Background: an optimization exercise with open tools, aiming at small area, a short achievable clock period and few clock cycles. Do not read the settings as production practice. Function was checked by simulation only, so behaviour that the tests miss may differ from the original.

==> trial 42: inputs <==
Design fpdiv_frac, start of the top module:
module fpdiv_frac
(
	input  logic                 clk,
	input  logic                 rst_n,
	input  logic                 start_valid_i,
	output logic                 start_ready_o,
	input  logic                 flush_i,
	input  fpdiv_fmt_pkg::fp_format_e           fp_format_i,
	input  fpdiv_fmt_pkg::frac_t                a_frac_i,
	input  fpdiv_fmt_pkg::frac_t                b_frac_i,
	output logic                 finish_valid_o,
	input  logic                 finish_ready_i,
	output logic [fpdiv_fmt_pkg::QUO_OUT_W-1:0] fpdiv_frac_o
);
clock: 11.0 ns
lec_check: 0
abc_area: 1
cap_margin: 20
core_margin: 2
core_utilization: 40
place_density: 0.6
setup_slack_margin: 5
slew_margin: 20
standard.sh (not shown) runs the stock make flow with config.mk's settings and CLKGATE_MAP_FILE= SYNTH_SCRIPT=/design/flow/synth_recipe.tcl, a recipe that flattens the netlist after the stock synthesis.
==> flow/flow/run.sh <==
#!/bin/bash
set -euo pipefail
bash standard.sh ADDER_MAP_FILE= SETUP_SLACK_MARGIN=6.5 finish > flow_make.log 2>&1
==> inputs of build 94, as changes to trial 42 <==
--- a/flow/design.v
+++ b/flow/design.v
@@ -273,54 +273,10 @@
 	assign quo_dig_o[srt_pkg::DIG_POS1] = ge_pos1 && !ge_pos2_raw;
 	assign quo_dig_o[srt_pkg::DIG_ZERO] = ge_zero && !ge_pos1;
 	assign quo_dig_o[srt_pkg::DIG_NEG1] = ge_neg1_raw && !ge_zero;
 	assign quo_dig_o[srt_pkg::DIG_NEG2] = !ge_neg1_raw && !ge_zero;
 endmodule
-module srt_r4_qds_pre
-(
-	input  logic [4*srt_pkg::QDS_REM_W-1:0] u_i,
-	input  logic [4*srt_pkg::QDS_REM_W-1:0] v_i,
-	input  logic [srt_pkg::QDS_REM_W-1:0]   mult_top_i,
-	input  logic                            cin_i,
-	output srt_pkg::quo_dig_t               quo_dig_o
-);
-	function automatic logic not_neg(input logic [6:0] a, input logic [6:0] b, input logic [6:0] c, input logic cin);
-		logic [6:0] x;
-		logic [6:0] y;
-		logic [6:0] g;
-		logic [6:0] p;
-		logic       g54;
-		logic       p54;
-		logic       g31;
-		logic       g0;
-		logic       c6;
-		x = a ^ b ^ c;
-		y = {(a[5:0] & b[5:0]) | (a[5:0] & c[5:0]) | (b[5:0] & c[5:0]), cin};
-		g = x & y;
-		p = x ^ y;
-		g54 = g[5] | (p[5] & g[4]);
-		p54 = p[5] & p[4];
-		g0  = g[0];
-		g31 = g[3] | (p[3] & g[2]) | (p[3] & p[2] & g[1]) | (p[3] & p[2] & p[1] & g0);
-		c6  = g54 | (p54 & g31);
-		not_neg = !(p[6] ^ c6);
-	endfunction
-	localparam int Q = srt_pkg::QDS_REM_W;
-	logic ge_pos2_raw;
-	logic ge_pos1;
-	logic ge_zero;
-	logic ge_neg1_raw;
-	assign ge_pos2_raw = not_neg(u_i[4*Q-1 -: Q], v_i[4*Q-1 -: Q], mult_top_i, cin_i);
-	assign ge_pos1     = not_neg(u_i[3*Q-1 -: Q], v_i[3*Q-1 -: Q], mult_top_i, cin_i);
-	assign ge_zero     = not_neg(u_i[2*Q-1 -: Q], v_i[2*Q-1 -: Q], mult_top_i, cin_i);
-	assign ge_neg1_raw = not_neg(u_i[Q-1 -: Q],   v_i[Q-1 -: Q],   mult_top_i, cin_i);
-	assign quo_dig_o[srt_pkg::DIG_POS2] = ge_pos2_raw && ge_pos1;
-	assign quo_dig_o[srt_pkg::DIG_POS1] = ge_pos1 && !ge_pos2_raw;
-	assign quo_dig_o[srt_pkg::DIG_ZERO] = ge_zero && !ge_pos1;
-	assign quo_dig_o[srt_pkg::DIG_NEG1] = ge_neg1_raw && !ge_zero;
-	assign quo_dig_o[srt_pkg::DIG_NEG2] = !ge_neg1_raw && !ge_zero;
-endmodule
 `timescale 1ns/1ps
 module srt_r4_stage
 (
 	input  srt_pkg::rem_cs_t              rem_i,
 	input  logic [srt_pkg::REM_W-1:0]     div_i,
@@ -337,24 +293,20 @@
 	);
 	srt_r4_apply u_apply (
 		.rem_i     (rem_i),
 		.div_i     (div_i),
 		.quo_dig_i (quo_dig),
-		.rem_o     (rem_o),
-		.mult_o    (),
-		.win_cin_o ()
+		.rem_o     (rem_o)
 	);
 	assign quo_dig_o = quo_dig;
 endmodule
 module srt_r4_apply
 (
 	input  srt_pkg::rem_cs_t              rem_i,
 	input  logic [srt_pkg::REM_W-1:0]     div_i,
 	input  srt_pkg::quo_dig_t             quo_dig_i,
-	output srt_pkg::rem_cs_t              rem_o,
-	output logic [srt_pkg::REM_W-1:0]     mult_o,
-	output logic                          win_cin_o
+	output srt_pkg::rem_cs_t              rem_o
 );
 	logic [srt_pkg::REM_W-1:0]     sum_sh;
 	logic [srt_pkg::REM_W-1:0]     carry_sh;
 	logic [srt_pkg::REM_W-1:0]     div_2;
 	logic [srt_pkg::REM_W-1:0]     mult_sel;
@@ -370,12 +322,10 @@
 		| ({srt_pkg::REM_W{quo_dig_i[srt_pkg::DIG_POS2]}} & ~div_2);
 	assign mult_neg = quo_dig_i[srt_pkg::DIG_POS1] | quo_dig_i[srt_pkg::DIG_POS2];
 	assign maj = (sum_sh & carry_sh) | (sum_sh & mult_sel) | (carry_sh & mult_sel);
 	assign rem_o.sum   = sum_sh ^ carry_sh ^ mult_sel;
 	assign rem_o.carry = {maj[srt_pkg::REM_W-2:0], mult_neg};
-	assign mult_o    = mult_sel;
-	assign win_cin_o = maj[srt_pkg::REM_W-srt_pkg::QDS_REM_W-1];
 endmodule
 `timescale 1ns/1ps
 module srt_iter_core
 (
 	input  logic                          clk,
@@ -442,59 +392,28 @@
 			grp_q <= grp;
 		end
 	end
 	assign div_ext = {2'b01, div_q, {(srt_pkg::REM_W-srt_pkg::DIV_W-2){1'b0}}};
 	assign qds_k = srt_pkg::qds_k_build(k_var_q, d_top_q);
-	localparam int Q = srt_pkg::QDS_REM_W;
-	logic [srt_pkg::REM_W-1:0] mult_p;
-	logic                      cin_p;
-	logic [srt_pkg::REM_W-1:0] mult_1;
-	logic                      cin_1;
-	logic [4*Q-1:0]            pre_u1;
-	logic [4*Q-1:0]            pre_v1;
-	logic [4*Q-1:0]            pre_u2;
-	logic [4*Q-1:0]            pre_v2;
-	function automatic logic [8*Q-1:0] pre_sums(input logic [Q-1:0] s4, input logic [Q-1:0] c4, input logic [4*Q-1:0] k);
-		logic [4*Q-1:0] u;
-		logic [4*Q-1:0] v;
-		for (int t = 0; t < 4; t++) begin
-			u[t*Q +: Q] = s4 ^ c4 ^ k[t*Q +: Q];
-			v[t*Q +: Q] = {(s4[Q-2:0] & c4[Q-2:0]) | (s4[Q-2:0] & k[t*Q +: Q-1]) | (c4[Q-2:0] & k[t*Q +: Q-1]), 1'b0};
-		end
-		pre_sums = {u, v};
-	endfunction
 	srt_r4_apply u_apply (
 		.rem_i     (rem_q),
 		.div_i     (div_ext),
 		.quo_dig_i (pend_q),
-		.rem_o     (rem_cur),
-		.mult_o    (mult_p),
-		.win_cin_o (cin_p)
-	);
-	assign {pre_u1, pre_v1} = pre_sums(rem_q.sum[srt_pkg::REM_W-3 -: Q], rem_q.carry[srt_pkg::REM_W-3 -: Q], qds_k);
-	srt_r4_qds_pre u_qds_1 (
-		.u_i        (pre_u1),
-		.v_i        (pre_v1),
-		.mult_top_i (mult_p[srt_pkg::REM_W-1 -: Q]),
-		.cin_i      (cin_p),
-		.quo_dig_o  (dig_1)
+		.rem_o     (rem_cur)
 	);
-	srt_r4_apply u_apply_1 (
+	srt_r4_stage u_stage (
 		.rem_i     (rem_cur),
 		.div_i     (div_ext),
-		.quo_dig_i (dig_1),
+		.k_i       (qds_k),
 		.rem_o     (rem_mid),
-		.mult_o    (mult_1),
-		.win_cin_o (cin_1)
+		.quo_dig_o (dig_1)
 	);
-	assign {pre_u2, pre_v2} = pre_sums(rem_cur.sum[srt_pkg::REM_W-3 -: Q], rem_cur.carry[srt_pkg::REM_W-3 -: Q], qds_k);
-	srt_r4_qds_pre u_qds_2 (
-		.u_i        (pre_u2),
-		.v_i        (pre_v2),
-		.mult_top_i (mult_1[srt_pkg::REM_W-1 -: Q]),
-		.cin_i      (cin_1),
-		.quo_dig_o  (dig_2)
+	srt_r4_qds u_qds_2 (
+		.sum_top_i   (rem_mid.sum[srt_pkg::REM_W-1 -: srt_pkg::QDS_REM_W]),
+		.carry_top_i (rem_mid.carry[srt_pkg::REM_W-1 -: srt_pkg::QDS_REM_W]),
+		.k_i         (qds_k),
+		.quo_dig_o   (dig_2)
 	);
 	function automatic logic signed [2:0] dig_val(input srt_pkg::quo_dig_t d);
 		dig_val = d[srt_pkg::DIG_POS2] ? 3'sd2 : d[srt_pkg::DIG_POS1] ? 3'sd1
 		        : d[srt_pkg::DIG_NEG1] ? -3'sd1 : d[srt_pkg::DIG_NEG2] ? -3'sd2 : 3'sd0;
 	endfunction
==> flow/flow/run.sh (replaced) <==
#!/bin/bash
set -euo pipefail
bash standard.sh ADDER_MAP_FILE= SETUP_SLACK_MARGIN=6 "BUFFER_PORTS_ARGS=-buffer_cell sky130_fd_sc_hd__buf_1" finish > flow_make.log 2>&1
CTS_BUF_LIST = sky130_fd_sc_hd__clkbuf_8   (was default)
CTS_CLUSTER_SIZE = 16   (was default)
==> inputs of build 33, as changes to trial 42 <==
--- a/flow/design.v
+++ b/flow/design.v
@@ -95,74 +95,79 @@
 	input  logic                      clk,
 	input  logic                      rst_n,
 	input  logic                      start_valid_i,
 	input  logic                      finish_ready_i,
 	input  logic                      flush_i,
-	input  fpdiv_fmt_pkg::fp_format_e fp_format_i,
-	output logic                      stall_o,
+	input  logic [1:0]                fmt_q_i,
+	output logic                      accept_o,
+	output logic                      setup_go_o,
+	output logic                      setup_o,
 	output logic                      iter_o,
 	output logic                      final_o,
 	output logic                      first_o,
 	output logic                      start_ready_o,
 	output logic                      finish_valid_o
 );
+	logic                                 st_setup_q;
 	logic                                 st_iter_q;
 	logic                                 st_final_q;
-	logic                                 valid_q;
 	logic                                 first_q;
-	logic                                 accept;
+	logic                                 valid_q;
 	logic [fpdiv_fmt_pkg::ITER_CNT_W-1:0] iter_cnt_init;
 	logic [fpdiv_fmt_pkg::ITER_CNT_W-1:0] iter_cnt_q;
 	logic                                 last_iter;
 	always_comb begin
-		case (fp_format_i)
+		case (fmt_q_i)
 			fpdiv_fmt_pkg::FMT_FP16: iter_cnt_init = fpdiv_fmt_pkg::ITER2_CNT_FP16;
 			fpdiv_fmt_pkg::FMT_FP32: iter_cnt_init = fpdiv_fmt_pkg::ITER2_CNT_FP32;
 			default:                 iter_cnt_init = fpdiv_fmt_pkg::ITER2_CNT_FP64;
 		endcase
 	end
 	always_ff @(posedge clk) begin
-		if (start_ready_o) begin
+		if (st_setup_q) begin
 			iter_cnt_q <= iter_cnt_init;
-		end else if (!stall_o) begin
+		end else begin
 			iter_cnt_q <= iter_cnt_q - 1'b1;
 		end
 	end
 	assign last_iter = (iter_cnt_q == '0);
-	assign start_ready_o = !st_iter_q;
-	assign accept        = start_valid_i && start_ready_o && !flush_i;
-	assign stall_o = st_iter_q && first_q && valid_q && !finish_ready_i;
+	assign start_ready_o = !st_setup_q && !st_iter_q;
+	assign accept_o      = start_valid_i && start_ready_o && !flush_i;
+	assign setup_go_o = st_setup_q && (!valid_q || finish_ready_i);
 	always_ff @(posedge clk or negedge rst_n) begin
 		if (!rst_n) begin
+			st_setup_q <= 1'b0;
 			st_iter_q  <= 1'b0;
 			st_final_q <= 1'b0;
 			valid_q    <= 1'b0;
 		end else if (flush_i) begin
+			st_setup_q <= 1'b0;
 			st_iter_q  <= 1'b0;
 			st_final_q <= 1'b0;
 			valid_q    <= 1'b0;
 		end else begin
-			st_iter_q  <= accept || (st_iter_q && !last_iter);
+			st_setup_q <= accept_o || (st_setup_q && !setup_go_o);
+			st_iter_q  <= setup_go_o || (st_iter_q && !last_iter);
 			st_final_q <= st_iter_q && last_iter;
 			valid_q    <= st_final_q || (valid_q && !finish_ready_i);
 		end
 	end
 	always_ff @(posedge clk) begin
-		first_q <= accept || (first_q && stall_o);
+		first_q <= setup_go_o;
 	end
+	assign setup_o        = st_setup_q;
 	assign first_o        = first_q;
-	assign iter_o         = st_iter_q && !stall_o;
+	assign iter_o         = st_iter_q;
 	assign final_o        = st_final_q;
 	assign finish_valid_o = valid_q;
 endmodule
 `timescale 1ns/1ps
 module srt_prescale
 (
 	input  logic [1:0]                    fmt_i,
 	input  logic [srt_pkg::DIV_W-1:0]     a_raw_i,
 	input  logic [srt_pkg::DIV_W-1:0]     b_raw_i,
-	output logic [srt_pkg::DIV_W-1:0]     b_al_o,
 	output srt_pkg::rem_cs_t              init_rem_o,
 	output logic [1:0]                    init_quo_o,
 	output srt_pkg::quo_dig_t             init_dig_o,
 	output logic [srt_pkg::K_VAR_W-1:0]   k_var_o,
 	output logic [2:0]                    d_top_o
@@ -229,11 +234,10 @@
 			init_dig_o[srt_pkg::DIG_POS1] = 1'b1;
 		end
 	end
 	assign init_quo_o = int_iter ? 2'b00 : {q0_two, ~q0_two};
 	assign d_top_o = b_al[FW-1 -: 3];
-	assign b_al_o  = b_al;
 	assign k_var_o = srt_pkg::qds_k_var(b_al[FW-1 -: 3]);
 endmodule
 `timescale 1ns/1ps
 module srt_r4_qds
 (
@@ -378,20 +382,27 @@
 `timescale 1ns/1ps
 module srt_iter_core
 (
 	input  logic                          clk,
 	input  logic                          take_i,
+	input  logic                          setup_i,
+	input  logic                          setup_go_i,
 	input  logic                          iter_i,
 	input  logic                          final_i,
 	input  logic                          first_i,
-	input  logic [srt_pkg::DIV_W-1:0]     b_al_i,
+	input  logic [1:0]                    fmt_i,
+	input  logic [srt_pkg::DIV_W-1:0]     a_raw_i,
+	input  logic [srt_pkg::DIV_W-1:0]     b_raw_i,
 	input  srt_pkg::rem_cs_t              init_rem_i,
 	input  logic [1:0]                    init_quo_i,
 	input  srt_pkg::quo_dig_t             init_dig_i,
 	input  logic [srt_pkg::K_VAR_W-1:0]   k_var_i,
 	input  logic [2:0]                    d_top_i,
 	input  logic                          rem_neg_i,
+	output logic [1:0]                    fmt_o,
+	output logic [srt_pkg::DIV_W-1:0]     a_raw_o,
+	output logic [srt_pkg::DIV_W-1:0]     b_raw_o,
 	output srt_pkg::rem_cs_t              rem_o,    
 	output logic [srt_pkg::QUO_W-1:0]     quo_o
 );
 	localparam int S = srt_pkg::STAGES_PER_CYCLE;
 	localparam int G = 2 * S;
@@ -400,12 +411,14 @@
 	srt_pkg::rem_cs_t                  rem_cur;
 	srt_pkg::rem_cs_t                  rem_mid;
 	srt_pkg::quo_dig_t                 dig_1;
 	srt_pkg::quo_dig_t                 dig_2;
 	logic [srt_pkg::DIV_W-1:0]         div_q;
+	logic [1:0]                        fmt_q;
 	logic [srt_pkg::K_VAR_W-1:0]       k_var_q;
 	logic [2:0]                        d_top_q;
+	logic [srt_pkg::DIV_W-1:0]         div_al;
 	logic [srt_pkg::QUO_W-1:0]         quo_q;
 	logic signed [G:0]                 grp_q;
 	logic signed [G:0]                 grp_m1;
 	logic [srt_pkg::QUO_W-1:0]         quo_m1;
 	logic [srt_pkg::QUO_W-1:0]         zero_below;
@@ -414,37 +427,61 @@
 	logic [srt_pkg::REM_W-1:0]         div_ext;
 	logic signed [G:0]                 grp;
 	srt_pkg::qds_k_t                   qds_k;
 	always_ff @(posedge clk) begin
 		if (take_i) begin
-			rem_q   <= init_rem_i;
-			pend_q  <= init_dig_i;
-		end else if (iter_i || final_i) begin
-			rem_q   <= rem_mid;
-			pend_q  <= dig_2;
+			rem_q.carry <= {{(srt_pkg::REM_W-srt_pkg::DIV_W){1'b0}}, a_raw_i};
+		end else if (setup_i) begin
+			if (setup_go_i) begin
+				rem_q.carry <= init_rem_i.carry;
+			end
+		end else begin
+			rem_q.carry <= rem_mid.carry;
+		end
+	end
+	always_ff @(posedge clk) begin
+		if (setup_i) begin
+			rem_q.sum <= init_rem_i.sum;
+		end else begin
+			rem_q.sum <= rem_mid.sum;
 		end
 	end
 	always_ff @(posedge clk) begin
 		if (take_i) begin
-			div_q   <= b_al_i;
-			k_var_q <= k_var_i;
-			d_top_q <= d_top_i;
+			div_q <= b_raw_i;
+			fmt_q <= fmt_i;
 		end
 	end
 	always_ff @(posedge clk) begin
-		if (iter_i || final_i) begin
-			quo_q <= {(first_i ? '0 : (base_m1 ? quo_m1[srt_pkg::QUO_W-G-1:0] : quo_q[srt_pkg::QUO_W-G-1:0])), low};
+		if (setup_i) begin
+			pend_q <= init_dig_i;
+		end else begin
+			pend_q <= dig_2;
 		end
 	end
 	always_ff @(posedge clk) begin
-		if (take_i) begin
+		if (setup_i) begin
+			k_var_q <= k_var_i;
+			d_top_q <= d_top_i;
+		end
+	end
+	always_ff @(posedge clk) begin
+		if (setup_i) begin
 			grp_q <= {{(G-1){1'b0}}, init_quo_i};
-		end else if (iter_i) begin
+		end else if (iter_i || final_i) begin
+			quo_q <= {(first_i ? '0 : (base_m1 ? quo_m1[srt_pkg::QUO_W-G-1:0] : quo_q[srt_pkg::QUO_W-G-1:0])), low};
 			grp_q <= grp;
 		end
 	end
-	assign div_ext = {2'b01, div_q, {(srt_pkg::REM_W-srt_pkg::DIV_W-2){1'b0}}};
+	always_comb begin
+		case (fmt_q)
+			fpdiv_fmt_pkg::FMT_FP16: div_al = {div_q[fpdiv_fmt_pkg::FP16_FRAC_W-2:0], {(srt_pkg::DIV_W-fpdiv_fmt_pkg::FP16_FRAC_W+1){1'b0}}};
+			fpdiv_fmt_pkg::FMT_FP32: div_al = {div_q[fpdiv_fmt_pkg::FP32_FRAC_W-2:0], {(srt_pkg::DIV_W-fpdiv_fmt_pkg::FP32_FRAC_W+1){1'b0}}};
+			default:                 div_al = div_q;
+		endcase
+	end
+	assign div_ext = {2'b01, div_al, {(srt_pkg::REM_W-srt_pkg::DIV_W-2){1'b0}}};
 	assign qds_k = srt_pkg::qds_k_build(k_var_q, d_top_q);
 	localparam int Q = srt_pkg::QDS_REM_W;
 	logic [srt_pkg::REM_W-1:0] mult_p;
 	logic                      cin_p;
 	logic [srt_pkg::REM_W-1:0] mult_1;
@@ -511,10 +548,13 @@
 		quo_m1 = quo_q ^ zero_below;
 	end
 	assign grp_m1  = grp_q - 1'b1;
 	assign base_m1 = (final_i && rem_neg_i) ? grp_m1[G] : grp_q[G];
 	assign low     = (final_i && rem_neg_i) ? grp_m1[G-1:0] : grp_q[G-1:0];
+	assign fmt_o   = fmt_q;
+	assign a_raw_o = rem_q.carry[srt_pkg::DIV_W-1:0];
+	assign b_raw_o = div_q;
 	assign rem_o   = rem_cur;
 	assign quo_o   = quo_q;
 endmodule
 `timescale 1ns/1ps
 module srt_post
@@ -540,14 +580,18 @@
 	input  fpdiv_fmt_pkg::frac_t                b_frac_i,
 	output logic                 finish_valid_o,
 	input  logic                 finish_ready_i,
 	output logic [fpdiv_fmt_pkg::QUO_OUT_W-1:0] fpdiv_frac_o
 );
-	logic                          stall;
+	logic                          accept;
+	logic                          setup;
+	logic                          setup_go;
 	logic                          iter;
 	logic                          final_step;
-	logic [srt_pkg::DIV_W-1:0]     b_al;
+	logic [1:0]                    fmt_q;
+	logic [srt_pkg::DIV_W-1:0]     a_raw;
+	logic [srt_pkg::DIV_W-1:0]     b_raw;
 	srt_pkg::rem_cs_t              init_rem;
 	logic [1:0]                    init_quo;
 	srt_pkg::quo_dig_t             init_dig;
 	logic [srt_pkg::K_VAR_W-1:0]   init_k_var;
 	logic [2:0]                    init_d_top;
@@ -558,42 +602,50 @@
 		.clk            (clk),
 		.rst_n          (rst_n),
 		.start_valid_i  (start_valid_i),
 		.finish_ready_i (finish_ready_i),
 		.flush_i        (flush_i),
-		.fp_format_i    (fp_format_i),
-		.stall_o        (stall),
+		.fmt_q_i        (fmt_q),
+		.accept_o       (accept),
+		.setup_go_o     (setup_go),
+		.setup_o        (setup),
 		.iter_o         (iter),
 		.final_o        (final_step),
 		.first_o        (first_iter),
 		.start_ready_o  (start_ready_o),
 		.finish_valid_o (finish_valid_o)
 	);
 	srt_prescale u_prescale (
-		.fmt_i      (fp_format_i),
-		.a_raw_i    (a_frac_i[srt_pkg::DIV_W-1:0]),
-		.b_raw_i    (b_frac_i[srt_pkg::DIV_W-1:0]),
-		.b_al_o     (b_al),
+		.fmt_i      (fmt_q),
+		.a_raw_i    (a_raw),
+		.b_raw_i    (b_raw),
 		.init_rem_o (init_rem),
 		.init_quo_o (init_quo),
 		.init_dig_o (init_dig),
 		.k_var_o    (init_k_var),
 		.d_top_o    (init_d_top)
 	);
 	srt_iter_core u_core (
 		.clk        (clk),
 		.take_i     (start_ready_o),
+		.setup_i    (setup),
+		.setup_go_i (setup_go),
 		.iter_i     (iter),
 		.final_i    (final_step),
 		.first_i    (first_iter),
-		.b_al_i     (b_al),
+		.fmt_i      (fp_format_i),
+		.a_raw_i    (a_frac_i[srt_pkg::DIV_W-1:0]),
+		.b_raw_i    (b_frac_i[srt_pkg::DIV_W-1:0]),
 		.init_rem_i (init_rem),
 		.init_quo_i (init_quo),
 		.init_dig_i (init_dig),
 		.k_var_i    (init_k_var),
 		.d_top_i    (init_d_top),
 		.rem_neg_i  (rem_neg),
+		.fmt_o      (fmt_q),
+		.a_raw_o    (a_raw),
+		.b_raw_o    (b_raw),
 		.rem_o      (rem),
 		.quo_o      (fpdiv_frac_o)
 	);
 	srt_post u_post (
 		.rem_i (rem),
==> flow/flow/run.sh (replaced) <==
#!/bin/bash
set -euo pipefail
bash standard.sh ADDER_MAP_FILE= SETUP_SLACK_MARGIN=6 finish > flow_make.log 2>&1
==> summary.txt <==
quantity                                                                         trial 42                     build 33                 build 94
Starting density of the core                                                        0.407                        0.406                    0.403
Row count                                                                              86                           86                       84
Path type of the worst setup path                                                  in2reg                      reg2reg                   in2reg
Met3 track utilization from global routing                                         0.0376                       0.0382                   0.0450
Number of clock buffers inserted by TritonCTS                                          34                           34                       49
Pre-antenna DRT Iters                                                                   6                            6                        7
Clock distribution area overhead in the final layout                               0.0414                       0.0398                   0.0395
Fin crit share                                                                      0.422                        0.430                    0.447
Startpoint of the worst setup timing path                                    a_frac_i[22]  u_core.pend_q[3]$_SDFF_PP0_             b_frac_i[45]
Non-clock inverter count                                                              499                          458                      450
Startpoint type of the worst setup path                                         input pin                    flip-flop                input pin
Number of logic stages on the critical path including buffering                        20                           20                       16
Worst skew pair latency                                                           0.57 ns                      0.55 ns                  0.66 ns
Multi-input gate count                                                               2837                         2724                     2536
Vert. Die Dim                                                                      241 um                       241 um                   234 um
Largest stage delay on the critical path                                          0.37 ns                      0.44 ns                  0.72 ns
Clock tree sinks                                                                      241                          248                      241
Complex-gate fraction of the synthesized area                                       0.172                        0.183                    0.196
Result of the run                                                timing/DRC/antenna clean     timing/DRC/antenna clean  timing/DRC/antenna clean
Top cell type's share of synthesized area                                           0.237                        0.231                    0.253
Cell repeated most along the worst path                          sky130_fd_sc_hd__nand2_1     sky130_fd_sc_hd__nand2_1  sky130_fd_sc_hd__nor2_1
Testbench counts of trial 42, summed over its fixed seeds: cycles 21,116.
Testbench counts of build 94, summed over its fixed seeds: cycles 21,116.
Testbench counts of build 33, summed over its fixed seeds: cycles 23,516.

-- separate check: timing with driven ports --
In the flow no input, the clock included, has a driving cell. The finished layouts below were timed again as built, in two steps.
Step 1 sets driving cells, clkbuf_16 on the clock port and buf_2 on the other inputs (assumed; they add their load-dependent delay and slew).
Step 2 times the ports against the registers' clock, not the clock port: input delays grow and output delays shrink by t, the midpoint of the rising clock arrivals with the driver on.
a / b / c = ideal / step 1 / step 2; a / b = the first two.
run | t, ns | slack for setup (ns) | hold slack, ns | worst setup path after step 2 | latest minus earliest clock arrival (ns)
trial 42 | 0.607 | 6.353 / 6.385 / 5.779 | 0.454 / 0.454 / 0.454 | input to register | 0.039 / 0.039
build 94 | 0.700 | 6.082 / 6.101 / 5.412 | 0.450 / 0.450 / 0.450 | input to register | 0.035 / 0.035
build 33 | 0.607 | 6.275 / 6.275 / 6.275 | 0.457 / 0.457 / 0.457 | register to register | 0.015 / 0.016
After both steps setup and hold are still met in every run listed. For build 94, which loses most, drivers alone change the setup slack by +0.019 ns; drivers and shift together by -0.670 ns.
